What follows belongs to an exercise in optimizing a design on an open flow for small area; a production flow would make more cautious choices.
Where RTL was checked, it was by simulation tests only, not by an equivalence proof against the original.

## the previous run
## fse_lms_updater
module fse_lms_updater (
   input  logic         clk,
   input  logic         i_reset,
   input  logic [7:0]   i_is_data_I,
   input  logic [7:0]   i_is_data_Q,
   input  logic         i_ctrl,
   input  logic         i_baud,
   input  logic [11:0]  i_fse_I,
   input  logic [11:0]  i_fse_Q,
   input  logic         i_en_rx,
   input  logic         i_en_lms,
   output logic [71:0]  o_taps_I,
   output logic [71:0]  o_taps_Q,
   output logic         o_en_taps,
   output logic         o_overrun
);
For scale: about 2100 cells after synthesis, ~33000 um2 of cells after synthesis.
clock: 13.0 ns
lec_check: 0
cap_margin: 20
core_margin: 2
core_utilization: 55
slew_margin: 20
synth_hierarchical: 1
standard.sh (not shown) runs the stock make flow with config.mk's settings and CLKGATE_MAP_FILE= SYNTH_SCRIPT=/design/flow/synth_recipe.tcl, a recipe that flattens the netlist after the stock synthesis.
==> flow/flow/run.sh <==
#!/bin/bash
# Own layout flow: the standard synthesis (standard.sh synth, unchanged),
# then the drive-1 resizing of flow/downsize.tcl on the synthesized netlist,
# then the standard ORFS layout (standard.sh finish) with minimum-size port
# buffers and a clock tree built without dummy loads from larger sink
# clusters. ORFS writes each tool's full log under orfs/logs/; the output of
# each command run here goes to a log file of its own in this folder.
set -euo pipefail
bash standard.sh synth > make_synth.log 2>&1
R=orfs/results/${FLOW_PLATFORM}/fse_lms_updater/base
LIB_FILE=${FLOW_HOME}/platforms/${FLOW_PLATFORM}/lib/sky130_fd_sc_hd__tt_025C_1v80.lib \
ODB=$R/1_synth.odb MAX_FANOUT=4 \
  openroad -no_init -exit flow/downsize.tcl > downsize.log 2>&1
touch $R/1_synth.sdc
export BUFFER_PORTS_ARGS="-buffer_cell sky130_fd_sc_hd__buf_1"
export CTS_ARGS="-sink_clustering_enable -repair_clock_nets -dont_use_dummy_load -buf_list sky130_fd_sc_hd__clkbuf_16 -sink_clustering_size 30 -sink_clustering_max_diameter 80"
bash standard.sh finish > make_layout.log 2>&1
Other scripts of this flow, unchanged in this note and not shown: flow/flow/downsize.tcl
## Diff of input files: the current run against the previous run
diff --git a/flow/design.v b/flow/design.v
--- a/flow/design.v
+++ b/flow/design.v
@@ -8,52 +8,45 @@
    input  logic [11:0]  i_fse_I,
    input  logic [11:0]  i_fse_Q,
    input  logic         i_en_rx,
    input  logic         i_en_lms,
    output logic [71:0]  o_taps_I,
    output logic [71:0]  o_taps_Q,
    output logic         o_en_taps,
    output logic         o_overrun
 );
    logic [3:0]  r_cnt;
    logic        r_stale;       
    logic [3:0]  r_fill;        
-   logic [8:0]  r_poh;         
+   logic [3:0]  r_ptr;         
    logic        w_idle, w_acc, w_step, w_commit;
    assign w_idle   = (r_cnt == 4'd0);
    assign w_acc    = w_idle & i_baud & i_en_lms;
    assign w_step   = (r_cnt != 4'd0) & (r_cnt <= 4'd9);
    assign w_commit = (r_cnt == 4'd11);
    logic [71:0] r_xI, r_xQ;
    always_ff @(posedge clk) begin
       if (i_ctrl) begin
          r_xI <= {r_xI[63:0], i_is_data_I};
          r_xQ <= {r_xQ[63:0], i_is_data_Q};
       end
    end
-   logic [8:0] w_poh, w_sel;
-   assign w_poh = w_idle ? 9'h100 : r_poh;
-   for (genvar i = 0; i < 9; i++) begin : g_sel
-      assign w_sel[i] = w_poh[i] & (r_fill > 4'(i));
-   end
-   logic [7:0]        w_xrI, w_xrQ;
-   always_comb begin
-      w_xrI = 8'd0;
-      w_xrQ = 8'd0;
-      for (int i = 0; i < 9; i++) begin
-         w_xrI = w_xrI | ({8{w_sel[i]}} & r_xI[i*8 +: 8]);
-         w_xrQ = w_xrQ | ({8{w_sel[i]}} & r_xQ[i*8 +: 8]);
-      end
-   end
+   logic [3:0] w_pos;
+   assign w_pos = w_idle ? 4'd8 : r_ptr;
+   logic              w_valid;
+   logic [7:0]  w_xrI, w_xrQ;
    logic [11:0] w_brI, w_brQ, r_rI, r_rQ;
+   assign w_valid = (w_pos < r_fill);
+   assign w_xrI = w_valid ? r_xI[w_pos*8 +: 8] : 8'd0;
+   assign w_xrQ = w_valid ? r_xQ[w_pos*8 +: 8] : 8'd0;
    assign w_brI[0]   = w_xrI[0] ^ 1'b0;
    assign w_brI[1] = (w_xrI[1] & ~w_xrI[0] & ~1'b0) | (~w_xrI[1] & w_xrI[0] & 1'b0);
    assign w_brI[2] = w_xrI[1];
    assign w_brI[3]   = w_xrI[2] ^ w_xrI[1];
    assign w_brI[4] = (w_xrI[3] & ~w_xrI[2] & ~w_xrI[1]) | (~w_xrI[3] & w_xrI[2] & w_xrI[1]);
    assign w_brI[5] = w_xrI[3];
    assign w_brI[6]   = w_xrI[4] ^ w_xrI[3];
    assign w_brI[7] = (w_xrI[5] & ~w_xrI[4] & ~w_xrI[3]) | (~w_xrI[5] & w_xrI[4] & w_xrI[3]);
    assign w_brI[8] = w_xrI[5];
    assign w_brI[9]   = w_xrI[6] ^ w_xrI[5];
    assign w_brI[10] = (w_xrI[7] & ~w_xrI[6] & ~w_xrI[5]) | (~w_xrI[7] & w_xrI[6] & w_xrI[5]);
    assign w_brI[11] = w_xrI[7];
@@ -63,25 +56,25 @@
    assign w_brQ[3]   = w_xrQ[2] ^ w_xrQ[1];
    assign w_brQ[4] = (w_xrQ[3] & ~w_xrQ[2] & ~w_xrQ[1]) | (~w_xrQ[3] & w_xrQ[2] & w_xrQ[1]);
    assign w_brQ[5] = w_xrQ[3];
    assign w_brQ[6]   = w_xrQ[4] ^ w_xrQ[3];
    assign w_brQ[7] = (w_xrQ[5] & ~w_xrQ[4] & ~w_xrQ[3]) | (~w_xrQ[5] & w_xrQ[4] & w_xrQ[3]);
    assign w_brQ[8] = w_xrQ[5];
    assign w_brQ[9]   = w_xrQ[6] ^ w_xrQ[5];
    assign w_brQ[10] = (w_xrQ[7] & ~w_xrQ[6] & ~w_xrQ[5]) | (~w_xrQ[7] & w_xrQ[6] & w_xrQ[5]);
    assign w_brQ[11] = w_xrQ[7];
    always_ff @(posedge clk) begin
       r_rI  <= w_brI;
       r_rQ  <= w_brQ;
-      r_poh <= i_ctrl ? w_poh : {1'b0, w_poh[8:1]};
+      r_ptr <= w_pos - 4'd1 + {3'd0, i_ctrl};
    end
    logic signed [11:0] r_eI, r_eQ, w_eInI, w_eInQ;
    localparam logic [11:0] DEC = 12'd362;
    logic [12:0] w_ceI, w_ceQ;
    assign w_ceI[0] = ~i_fse_I[11];
    assign w_ceQ[0] = ~i_fse_Q[11];
    for (genvar i = 0; i < 12; i++) begin : g_err
       logic w_kI, w_kQ;
       assign w_kI = DEC[i] ? i_fse_I[11] : ~i_fse_I[11];
       assign w_kQ = DEC[i] ? i_fse_Q[11] : ~i_fse_Q[11];
       lms_fa u_faI (.a(i_fse_I[i]), .b(w_kI), .c(w_ceI[i]), .s(w_eInI[i]), .co(w_ceI[i+1]));
       lms_fa u_faQ (.a(i_fse_Q[i]), .b(w_kQ), .c(w_ceQ[i]), .s(w_eInQ[i]), .co(w_ceQ[i+1]));
--- outcome ---
- When the current run is measured against the previous run, its summed area of non-filler cells in the final layout turns out 0.48% higher.
- Synthesized area per cell down 0.41% in the current run wrt the previous run
- Core util | the current run vs the previous run | the current run higher
- Summary of the comparison: wire length of the first global-routing pass is lower in the current run, relative to the previous run.
Only the layout flow was run in the current run; the RTL was not checked for function there.

afterwards: timing with drivers on the ports:
No port has a modelled driver above. Below, the same layouts with a new extraction and two added sets of constraints. Step 1 assumes that a clkbuf_16 drives the clock port and a buf_2 every other input. Step 2 moves the port delays by t, midway between the first and last clock arrival at a register: inputs arrive t later, outputs are due t later. That takes back most of the time a late clock gives input paths. Three values: no drivers, after step 1, after step 2; two values: the first two.
run | t (ns) | setup WS [ns] | hold WS [ns] | worst data-port slew with drivers (ns) | pins driven straight from the clock port
the previous run | 0.616 | 0.517 / 0.517 / 0.517 | 0.348 / 0.348 / 0.348 | 0.04 | 1
the current run | 0.608 | 0.592 / 0.592 / 0.592 | 0.364 / 0.364 / 0.364 | 0.05 | 1
After both steps every run listed still meets setup and hold.
